What follows belongs to an exercise in optimizing a design on an open flow for small area; a production flow would make more cautious choices.
Only simulation tests tie the RTL to the original design; equivalence was not proved.

==> inputs of run a <==
// branch_predictor
module branch_predictor
#(
    parameter int unsigned XLEN    = branch_predictor_pkg::XLEN,
    parameter int unsigned ENTRIES = 16,
    parameter int unsigned IDX_W   = $clog2(ENTRIES)
)
(
    input  logic            clk,
    input  logic            rst_n,
    input  logic [XLEN-1:0] if_pc,
    output logic            pred_taken,
    output logic [XLEN-1:0] pred_target,
    input  logic            ex_valid,
    input  logic [XLEN-1:0] ex_pc,
    input  logic            ex_is_branch,
    input  logic            ex_is_jump,
    input  logic            ex_taken,
    input  logic [XLEN-1:0] ex_target,
    input  logic            ex_pred_taken,
    input  logic [XLEN-1:0] ex_pred_target,
    output logic            flush,
    output logic [XLEN-1:0] redirect_pc,
    output logic [31:0]     stat_branches,
    output logic [31:0]     stat_mispred
);
    localparam int unsigned TAG_W = XLEN - IDX_W - 2;
    logic [ENTRIES-1:0]              rd_oh, wr_oh, bw_oh;
    logic [3:0]                      inv_lo_n, inv_hi_n;
    logic [ENTRIES-1:0]              valid_all, jmp_all;
    logic [TAG_W-1:0][ENTRIES-1:0]   tag_all;
    logic [XLEN-1:0][ENTRIES-1:0]    tgt_all;
    logic [1:0][ENTRIES-1:0]         bht_all;
    logic                            rd_valid, rd_jmp, rd_bht1;
    logic [TAG_W-1:0]                rd_tag, tx;
    logic [5:0]                      tf;
    logic [3:0]                      th;
    logic                            hit_n, pt_n;
    logic                            is_br, wr_en, inv_en, bht_we, mis, br_inc;
    logic [1:0]                      bht_q [ENTRIES];
    logic [1:0]                      bht_cur, bht_nxt;
    logic                            flush_q;
    assign is_br  = ex_is_branch && !ex_is_jump;
    assign wr_en  = ex_valid && (ex_is_jump || (is_br && ex_taken));
    assign inv_en = ex_valid && !ex_is_branch && !ex_is_jump && ex_pred_taken;
    assign bht_we = ex_valid && is_br;
    assign br_inc = ex_valid && (ex_is_branch || ex_is_jump);
    bp_dec16 u_rd_dec (.idx(if_pc[IDX_W+1:2]), .oh(rd_oh));
    bp_udec  u_u_dec  (.idx(ex_pc[IDX_W+1:2]), .wr_en(wr_en), .bht_we(bht_we),
  ...
clock: 7.0 ns
lec_check: 0
cap_margin: 20
core_margin: 2
core_utilization: 75
place_density: 0.85
slew_margin: 20
synth_hierarchical: 1
standard.sh (not shown) runs the stock make flow with config.mk's settings and CLKGATE_MAP_FILE= SYNTH_SCRIPT=/design/flow/synth_recipe.tcl, a recipe that flattens the netlist after the stock synthesis.
==> flow/flow/run.sh <==
#!/bin/bash
# Layout flow: the standard flow (standard.sh, standard synthesis
# unchanged), with two layout choices made through ORFS variables:
#  - port buffers use the smallest buffer cell, sky130_fd_sc_hd__buf_1;
#  - clock tree built from clkbuf_4/clkbuf_8 in clusters of 16 sinks,
#    without dummy balancing loads.
# All tool output goes to flow.log here; ORFS also keeps per-step logs
# under orfs/logs/.
set -euo pipefail
cd "$(dirname "$0")/.."

export BUFFER_PORTS_ARGS="-buffer_cell sky130_fd_sc_hd__buf_1"
export CTS_ARGS="-sink_clustering_enable -repair_clock_nets -dont_use_dummy_load -buf_list {sky130_fd_sc_hd__clkbuf_8} -sink_clustering_size 20 -sink_clustering_max_diameter 40"

bash standard.sh > flow.log 2>&1
==> run b: changes against run a <==
--- a/flow/design.v
+++ b/flow/design.v
@@ -29,18 +29,18 @@
     assign y = a | b | c | d;
 endmodule
 module bp_g_or3 (input logic a, b, c, output logic y);
     assign y = a | b | c;
 endmodule
 module bp_g_xnor2 (input logic a, b, output logic y);
     assign y = !(a ^ b);
 endmodule
-module bp_g_a221o (input logic a1, a2, b1, b2, c1, output logic y);
-    assign y = (a1 & a2) | (b1 & b2) | c1;
+module bp_g_a21o (input logic a1, a2, b1, output logic y);
+    assign y = (a1 & a2) | b1;
 endmodule
 module bp_g_and4 (input logic a, b, c, d, output logic y);
     assign y = a & b & c & d;
 endmodule
 module bp_g_xor2 (input logic a, b, output logic y);
     assign y = a ^ b;
 endmodule
 module bp_g_a222oi (input logic a1, a2, b1, b2, c1, c2, output logic y);
@@ -104,60 +104,58 @@
 module bp_udec
 (
     input  logic [3:0]  idx,
     input  logic        wr_en,
     input  logic        bht_we,
     input  logic        inv_en,
     output logic [15:0] wr,
     output logic [15:0] bw,
-    output logic [3:0]  lo_n,
-    output logic [3:0]  inv_hi_n
+    output logic [15:0] inv_n
 );
-    logic [3:0] idx_n, hw_n, hb_n;
+    logic [3:0] idx_n, lo_n, hw_n, hb_n, hi_n;
     for (genvar b = 0; b < 4; b++) begin : g_i
         bp_g_inv u_i (.a(idx[b]), .y(idx_n[b]));
     end
     bp_pre4n u_lo (.idx(idx[1:0]), .idx_n(idx_n[1:0]), .y_n(lo_n));
     bp_pre4  u_hw (.idx(idx[3:2]), .idx_n(idx_n[3:2]), .en(wr_en),  .y_n(hw_n));
     bp_pre4  u_hb (.idx(idx[3:2]), .idx_n(idx_n[3:2]), .en(bht_we), .y_n(hb_n));
-    bp_pre4  u_hi (.idx(idx[3:2]), .idx_n(idx_n[3:2]), .en(inv_en), .y_n(inv_hi_n));
+    bp_pre4  u_hi (.idx(idx[3:2]), .idx_n(idx_n[3:2]), .en(inv_en), .y_n(hi_n));
     for (genvar g = 0; g < 16; g++) begin : g_oh
         bp_g_nor2 u_w (.a(lo_n[g % 4]), .b(hw_n[g / 4]), .y(wr[g]));
         bp_g_nor2 u_b (.a(lo_n[g % 4]), .b(hb_n[g / 4]), .y(bw[g]));
+        bp_g_or2  u_v (.a(lo_n[g % 4]), .b(hi_n[g / 4]), .y(inv_n[g]));
     end
 endmodule
 module bp_btb
 #(
     parameter int unsigned ENTRIES = 16,
     parameter int unsigned TAG_W   = 26,
     parameter int unsigned XLEN    = 32
 )
 (
     input  logic               clk,
     input  logic               rst_n,
     input  logic [ENTRIES-1:0] wr_i,      
-    input  logic [3:0]         inv_lo_n_i,  
-    input  logic [3:0]         inv_hi_n_i,  
+    input  logic [ENTRIES-1:0] inv_n_i,   
     input  logic               wr_jmp_i,
     input  logic [TAG_W-1:0]   wr_tag_i,
     input  logic [XLEN-1:0]    wr_target_i,
     output logic [ENTRIES-1:0] valid_o,
     output logic [ENTRIES-1:0] jmp_o,
     output logic [TAG_W-1:0][ENTRIES-1:0] tag_o,     
     output logic [XLEN-1:0][ENTRIES-1:0]  target_o   
 );
     logic [ENTRIES-1:0] valid_q;
     logic [ENTRIES-1:0] jmp_q;
     logic [TAG_W-1:0]   tag_q [ENTRIES];
     logic [XLEN-1:0]    tgt_q [ENTRIES];
     logic [ENTRIES-1:0] valid_d;
     for (genvar g = 0; g < ENTRIES; g++) begin : g_entry
-        bp_g_a221o u_vd (.a1(valid_q[g]), .a2(inv_lo_n_i[g % 4]), .b1(valid_q[g]),
-                         .b2(inv_hi_n_i[g / 4]), .c1(wr_i[g]), .y(valid_d[g]));
+        bp_g_a21o u_vd (.a1(valid_q[g]), .a2(inv_n_i[g]), .b1(wr_i[g]), .y(valid_d[g]));
         always_ff @(posedge clk or negedge rst_n) begin
             if (!rst_n) begin
                 valid_q[g] <= 1'b0;
             end else begin
                 valid_q[g] <= valid_d[g];
             end
         end
         always_ff @(posedge clk) begin
@@ -325,18 +323,17 @@
     input  logic            ex_pred_taken,
     input  logic [XLEN-1:0] ex_pred_target,
     output logic            flush,
     output logic [XLEN-1:0] redirect_pc,
     output logic [31:0]     stat_branches,
     output logic [31:0]     stat_mispred
 );
     localparam int unsigned TAG_W = XLEN - IDX_W - 2;
-    logic [ENTRIES-1:0]              rd_oh, wr_oh, bw_oh;
-    logic [3:0]                      inv_lo_n, inv_hi_n;
+    logic [ENTRIES-1:0]              rd_oh, wr_oh, bw_oh, inv_n;
     logic [ENTRIES-1:0]              valid_all, jmp_all;
     logic [TAG_W-1:0][ENTRIES-1:0]   tag_all;
     logic [XLEN-1:0][ENTRIES-1:0]    tgt_all;
     logic [1:0][ENTRIES-1:0]         bht_all;
     logic                            rd_valid, rd_jmp, rd_bht1;
     logic [TAG_W-1:0]                rd_tag, tx;
     logic [5:0]                      tf;
     logic [3:0]                      th;
@@ -347,28 +344,26 @@
     logic                            flush_q;
     assign is_br  = ex_is_branch && !ex_is_jump;
     assign wr_en  = ex_valid && (ex_is_jump || (is_br && ex_taken));
     assign inv_en = ex_valid && !ex_is_branch && !ex_is_jump && ex_pred_taken;
     assign bht_we = ex_valid && is_br;
     assign br_inc = ex_valid && (ex_is_branch || ex_is_jump);
     bp_dec16 u_rd_dec (.idx(if_pc[IDX_W+1:2]), .oh(rd_oh));
     bp_udec  u_u_dec  (.idx(ex_pc[IDX_W+1:2]), .wr_en(wr_en), .bht_we(bht_we),
-                       .inv_en(inv_en), .wr(wr_oh), .bw(bw_oh),
-                       .lo_n(inv_lo_n), .inv_hi_n(inv_hi_n));
+                       .inv_en(inv_en), .wr(wr_oh), .bw(bw_oh), .inv_n(inv_n));
     bp_btb #(
         .ENTRIES (ENTRIES),
         .TAG_W   (TAG_W),
         .XLEN    (XLEN)
     ) u_btb (
         .clk         (clk),
         .rst_n       (rst_n),
         .wr_i        (wr_oh),
-        .inv_lo_n_i  (inv_lo_n),
-        .inv_hi_n_i  (inv_hi_n),
+        .inv_n_i     (inv_n),
         .wr_jmp_i    (ex_is_jump),
         .wr_tag_i    (ex_pc[XLEN-1:IDX_W+2]),
         .wr_target_i (ex_target),
         .valid_o     (valid_all),
         .jmp_o       (jmp_all),
         .tag_o       (tag_all),
         .target_o    (tgt_all)
     );
==> flow/run.sh (new file) <==
#!/bin/bash
# synth_recipe.tcl (not shown) runs the flow's synth.tcl, then flattens the netlist and writes it again
# the make line also repeats each setting of config.mk as NAME=value (left out here)
make -C /OpenROAD-flow-scripts/flow DESIGN_CONFIG=/design/flow/config.mk WORK_HOME=/design/flow/orfs CLKGATE_MAP_FILE= SYNTH_SCRIPT=/design/flow/synth_recipe.tcl finish
CORE_UTILIZATION = 40   (was 75)
CTS_BUF_LIST = sky130_fd_sc_hd__clkbuf_4 sky130_fd_sc_hd__clkbuf_8   (was default)
CTS_CLUSTER_DIAMETER = 60   (was default)
CTS_CLUSTER_SIZE = 16   (was default)
PLACE_DENSITY = default   (was 0.85)
removed: flow/flow/run.sh
removed: flow/standard.sh
==> run c: changes against run a <==
--- a/flow/design.v
+++ b/flow/design.v
@@ -29,18 +29,18 @@
     assign y = a | b | c | d;
 endmodule
 module bp_g_or3 (input logic a, b, c, output logic y);
     assign y = a | b | c;
 endmodule
 module bp_g_xnor2 (input logic a, b, output logic y);
     assign y = !(a ^ b);
 endmodule
-module bp_g_a221o (input logic a1, a2, b1, b2, c1, output logic y);
-    assign y = (a1 & a2) | (b1 & b2) | c1;
+module bp_g_a21o (input logic a1, a2, b1, output logic y);
+    assign y = (a1 & a2) | b1;
 endmodule
 module bp_g_and4 (input logic a, b, c, d, output logic y);
     assign y = a & b & c & d;
 endmodule
 module bp_g_xor2 (input logic a, b, output logic y);
     assign y = a ^ b;
 endmodule
 module bp_g_a222oi (input logic a1, a2, b1, b2, c1, c2, output logic y);
@@ -104,60 +104,58 @@
 module bp_udec
 (
     input  logic [3:0]  idx,
     input  logic        wr_en,
     input  logic        bht_we,
     input  logic        inv_en,
     output logic [15:0] wr,
     output logic [15:0] bw,
-    output logic [3:0]  lo_n,
-    output logic [3:0]  inv_hi_n
+    output logic [15:0] inv_n
 );
-    logic [3:0] idx_n, hw_n, hb_n;
+    logic [3:0] idx_n, lo_n, hw_n, hb_n, hi_n;
     for (genvar b = 0; b < 4; b++) begin : g_i
         bp_g_inv u_i (.a(idx[b]), .y(idx_n[b]));
     end
     bp_pre4n u_lo (.idx(idx[1:0]), .idx_n(idx_n[1:0]), .y_n(lo_n));
     bp_pre4  u_hw (.idx(idx[3:2]), .idx_n(idx_n[3:2]), .en(wr_en),  .y_n(hw_n));
     bp_pre4  u_hb (.idx(idx[3:2]), .idx_n(idx_n[3:2]), .en(bht_we), .y_n(hb_n));
-    bp_pre4  u_hi (.idx(idx[3:2]), .idx_n(idx_n[3:2]), .en(inv_en), .y_n(inv_hi_n));
+    bp_pre4  u_hi (.idx(idx[3:2]), .idx_n(idx_n[3:2]), .en(inv_en), .y_n(hi_n));
     for (genvar g = 0; g < 16; g++) begin : g_oh
         bp_g_nor2 u_w (.a(lo_n[g % 4]), .b(hw_n[g / 4]), .y(wr[g]));
         bp_g_nor2 u_b (.a(lo_n[g % 4]), .b(hb_n[g / 4]), .y(bw[g]));
+        bp_g_or2  u_v (.a(lo_n[g % 4]), .b(hi_n[g / 4]), .y(inv_n[g]));
     end
 endmodule
 module bp_btb
 #(
     parameter int unsigned ENTRIES = 16,
     parameter int unsigned TAG_W   = 26,
     parameter int unsigned XLEN    = 32
 )
 (
     input  logic               clk,
     input  logic               rst_n,
     input  logic [ENTRIES-1:0] wr_i,      
-    input  logic [3:0]         inv_lo_n_i,  
-    input  logic [3:0]         inv_hi_n_i,  
+    input  logic [ENTRIES-1:0] inv_n_i,   
     input  logic               wr_jmp_i,
     input  logic [TAG_W-1:0]   wr_tag_i,
     input  logic [XLEN-1:0]    wr_target_i,
     output logic [ENTRIES-1:0] valid_o,
     output logic [ENTRIES-1:0] jmp_o,
     output logic [TAG_W-1:0][ENTRIES-1:0] tag_o,     
     output logic [XLEN-1:0][ENTRIES-1:0]  target_o   
 );
     logic [ENTRIES-1:0] valid_q;
     logic [ENTRIES-1:0] jmp_q;
     logic [TAG_W-1:0]   tag_q [ENTRIES];
     logic [XLEN-1:0]    tgt_q [ENTRIES];
     logic [ENTRIES-1:0] valid_d;
     for (genvar g = 0; g < ENTRIES; g++) begin : g_entry
-        bp_g_a221o u_vd (.a1(valid_q[g]), .a2(inv_lo_n_i[g % 4]), .b1(valid_q[g]),
-                         .b2(inv_hi_n_i[g / 4]), .c1(wr_i[g]), .y(valid_d[g]));
+        bp_g_a21o u_vd (.a1(valid_q[g]), .a2(inv_n_i[g]), .b1(wr_i[g]), .y(valid_d[g]));
         always_ff @(posedge clk or negedge rst_n) begin
             if (!rst_n) begin
                 valid_q[g] <= 1'b0;
             end else begin
                 valid_q[g] <= valid_d[g];
             end
         end
         always_ff @(posedge clk) begin
@@ -325,18 +323,17 @@
     input  logic            ex_pred_taken,
     input  logic [XLEN-1:0] ex_pred_target,
     output logic            flush,
     output logic [XLEN-1:0] redirect_pc,
     output logic [31:0]     stat_branches,
     output logic [31:0]     stat_mispred
 );
     localparam int unsigned TAG_W = XLEN - IDX_W - 2;
-    logic [ENTRIES-1:0]              rd_oh, wr_oh, bw_oh;
-    logic [3:0]                      inv_lo_n, inv_hi_n;
+    logic [ENTRIES-1:0]              rd_oh, wr_oh, bw_oh, inv_n;
     logic [ENTRIES-1:0]              valid_all, jmp_all;
     logic [TAG_W-1:0][ENTRIES-1:0]   tag_all;
     logic [XLEN-1:0][ENTRIES-1:0]    tgt_all;
     logic [1:0][ENTRIES-1:0]         bht_all;
     logic                            rd_valid, rd_jmp, rd_bht1;
     logic [TAG_W-1:0]                rd_tag, tx;
     logic [5:0]                      tf;
     logic [3:0]                      th;
@@ -347,28 +344,26 @@
     logic                            flush_q;
     assign is_br  = ex_is_branch && !ex_is_jump;
     assign wr_en  = ex_valid && (ex_is_jump || (is_br && ex_taken));
     assign inv_en = ex_valid && !ex_is_branch && !ex_is_jump && ex_pred_taken;
     assign bht_we = ex_valid && is_br;
     assign br_inc = ex_valid && (ex_is_branch || ex_is_jump);
     bp_dec16 u_rd_dec (.idx(if_pc[IDX_W+1:2]), .oh(rd_oh));
     bp_udec  u_u_dec  (.idx(ex_pc[IDX_W+1:2]), .wr_en(wr_en), .bht_we(bht_we),
-                       .inv_en(inv_en), .wr(wr_oh), .bw(bw_oh),
-                       .lo_n(inv_lo_n), .inv_hi_n(inv_hi_n));
+                       .inv_en(inv_en), .wr(wr_oh), .bw(bw_oh), .inv_n(inv_n));
     bp_btb #(
         .ENTRIES (ENTRIES),
         .TAG_W   (TAG_W),
         .XLEN    (XLEN)
     ) u_btb (
         .clk         (clk),
         .rst_n       (rst_n),
         .wr_i        (wr_oh),
-        .inv_lo_n_i  (inv_lo_n),
-        .inv_hi_n_i  (inv_hi_n),
+        .inv_n_i     (inv_n),
         .wr_jmp_i    (ex_is_jump),
         .wr_tag_i    (ex_pc[XLEN-1:IDX_W+2]),
         .wr_target_i (ex_target),
         .valid_o     (valid_all),
         .jmp_o       (jmp_all),
         .tag_o       (tag_all),
         .target_o    (tgt_all)
     );
==> flow/flow/run.sh (replaced) <==
#!/bin/bash
# Layout flow: the standard flow (standard.sh, standard synthesis
# unchanged), with two layout choices made through ORFS variables:
#  - port buffers use the smallest buffer cell, sky130_fd_sc_hd__buf_1;
#  - clock tree built from clkbuf_4/clkbuf_8 in clusters of 16 sinks,
#    without dummy balancing loads.
# All tool output goes to flow.log here; ORFS also keeps per-step logs
# under orfs/logs/.
set -euo pipefail
cd "$(dirname "$0")/.."

export BUFFER_PORTS_ARGS="-buffer_cell sky130_fd_sc_hd__buf_1"
export CTS_ARGS="-sink_clustering_enable -repair_clock_nets -dont_use_dummy_load -buf_list {sky130_fd_sc_hd__clkbuf_4 sky130_fd_sc_hd__clkbuf_8} -sink_clustering_size 16 -sink_clustering_max_diameter 60"

bash standard.sh > flow.log 2>&1
CORE_UTILIZATION = 40   (was 75)
PLACE_DENSITY = default   (was 0.85)
==> run d: changes against run a <==
==> flow/flow/run.sh (replaced) <==
#!/bin/bash
# Layout flow: the standard flow (standard.sh, standard synthesis
# unchanged), with two layout choices made through ORFS variables:
#  - port buffers use the smallest buffer cell, sky130_fd_sc_hd__buf_1;
#  - clock tree built from clkbuf_4/clkbuf_8 in clusters of 16 sinks,
#    without dummy balancing loads.
# All tool output goes to flow.log here; ORFS also keeps per-step logs
# under orfs/logs/.
set -euo pipefail
cd "$(dirname "$0")/.."

export BUFFER_PORTS_ARGS="-buffer_cell sky130_fd_sc_hd__buf_1"
export CTS_ARGS="-sink_clustering_enable -repair_clock_nets -dont_use_dummy_load -buf_list {sky130_fd_sc_hd__clkbuf_4 sky130_fd_sc_hd__clkbuf_8} -sink_clustering_size 18 -sink_clustering_max_diameter 60"

bash standard.sh > flow.log 2>&1
==> flow_summary.json <==
{
  "status": "complete, no violations",
  "worst_pin_slew_ps": 1230,
  "wl_met2_mm": 50.9,
  "fin_nets": 2700,
  "finClkSkew_ps": 57.6,
  "r2r-start": "u_st_mis.q_r[7]",
  "synth_nets": 2238
}
The numbers above come from run a.

==> flow_summary.json <==
{
  "status": "complete, no violations",
  "fin_nets": 2766,
  "wl_met2_mm": 53.5,
  "worst_pin_slew_ps": 1110,
  "finClkSkew_ps": 22.4,
  "synth_nets": 2254,
  "r2r-start": "u_st_br.q_r[7]",
  "layout_commonest_cell": "edfxtp_1",
  "muxShareOfSynthArea_pct": 0.963
}
The numbers above come from run b.

==> flow_summary.json <==
{
  "fin_nets": 2708,
  "finClkSkew_ps": 49.5,
  "cp_num_buf_inv": 5,
  "worst_pin_slew_ps": 1150,
  "peakVddDrop_mv": 0.196,
  "ctsLongestPathBuffers": 3,
  "top_layer": "met5",
  "finalInstanceArea_um2": 44900,
  "status": "complete, no violations",
  "crit_start": "if_pc[5]"
}
The numbers above come from run c.

==> flow_summary.json <==
{
  "status": "complete, no violations",
  "finClkSkew_ps": 28.2,
  "wl_met2_mm": 50.0,
  "fin_nets": 2661,
  "busiest_layer": "met2"
}
The numbers above come from run d.

port drivers added, routing unchanged:
Ports are ideal in the flow. The routed layouts listed here were re-timed in OpenROAD. Step 1 (the two cells are an assumption about what drives the block):
set clk [get_ports {clk}]
set_driving_cell -lib_cell sky130_fd_sc_hd__clkbuf_16 $clk
set_driving_cell -lib_cell sky130_fd_sc_hd__buf_2 [delete_from_list [all_inputs] $clk]
Step 2 moves the port delays by t, midway between the first and last clock arrival at a register: inputs arrive t later, outputs are due t later. That takes back most of the time a late clock gives input paths. a / b / c = ideal ports / drivers / drivers and shift; a / b = the first two.
| run | t, ns | setup WS [ns] | worst hold slack (ns) | worst setup path at the end |
|---|---|---|---|---|
| run a | 0.771 | 0.348 / 0.316 / 0.316 | 0.498 / 0.498 / 0.498 | input to output |
| run b | 0.806 | 0.241 / 0.214 / 0.214 | 0.488 / 0.488 / 0.488 | input to output |
| run c | 0.763 | 0.448 / 0.398 / 0.398 | 0.494 / 0.494 / 0.494 | input to output |
| run d | 0.732 | 0.320 / 0.288 / 0.288 | 0.502 / 0.502 / 0.502 | input to output |
After both steps every run listed still meets setup and hold. For run c, which loses most, drivers alone change the setup slack by -0.050 ns; drivers and shift together by -0.050 ns.
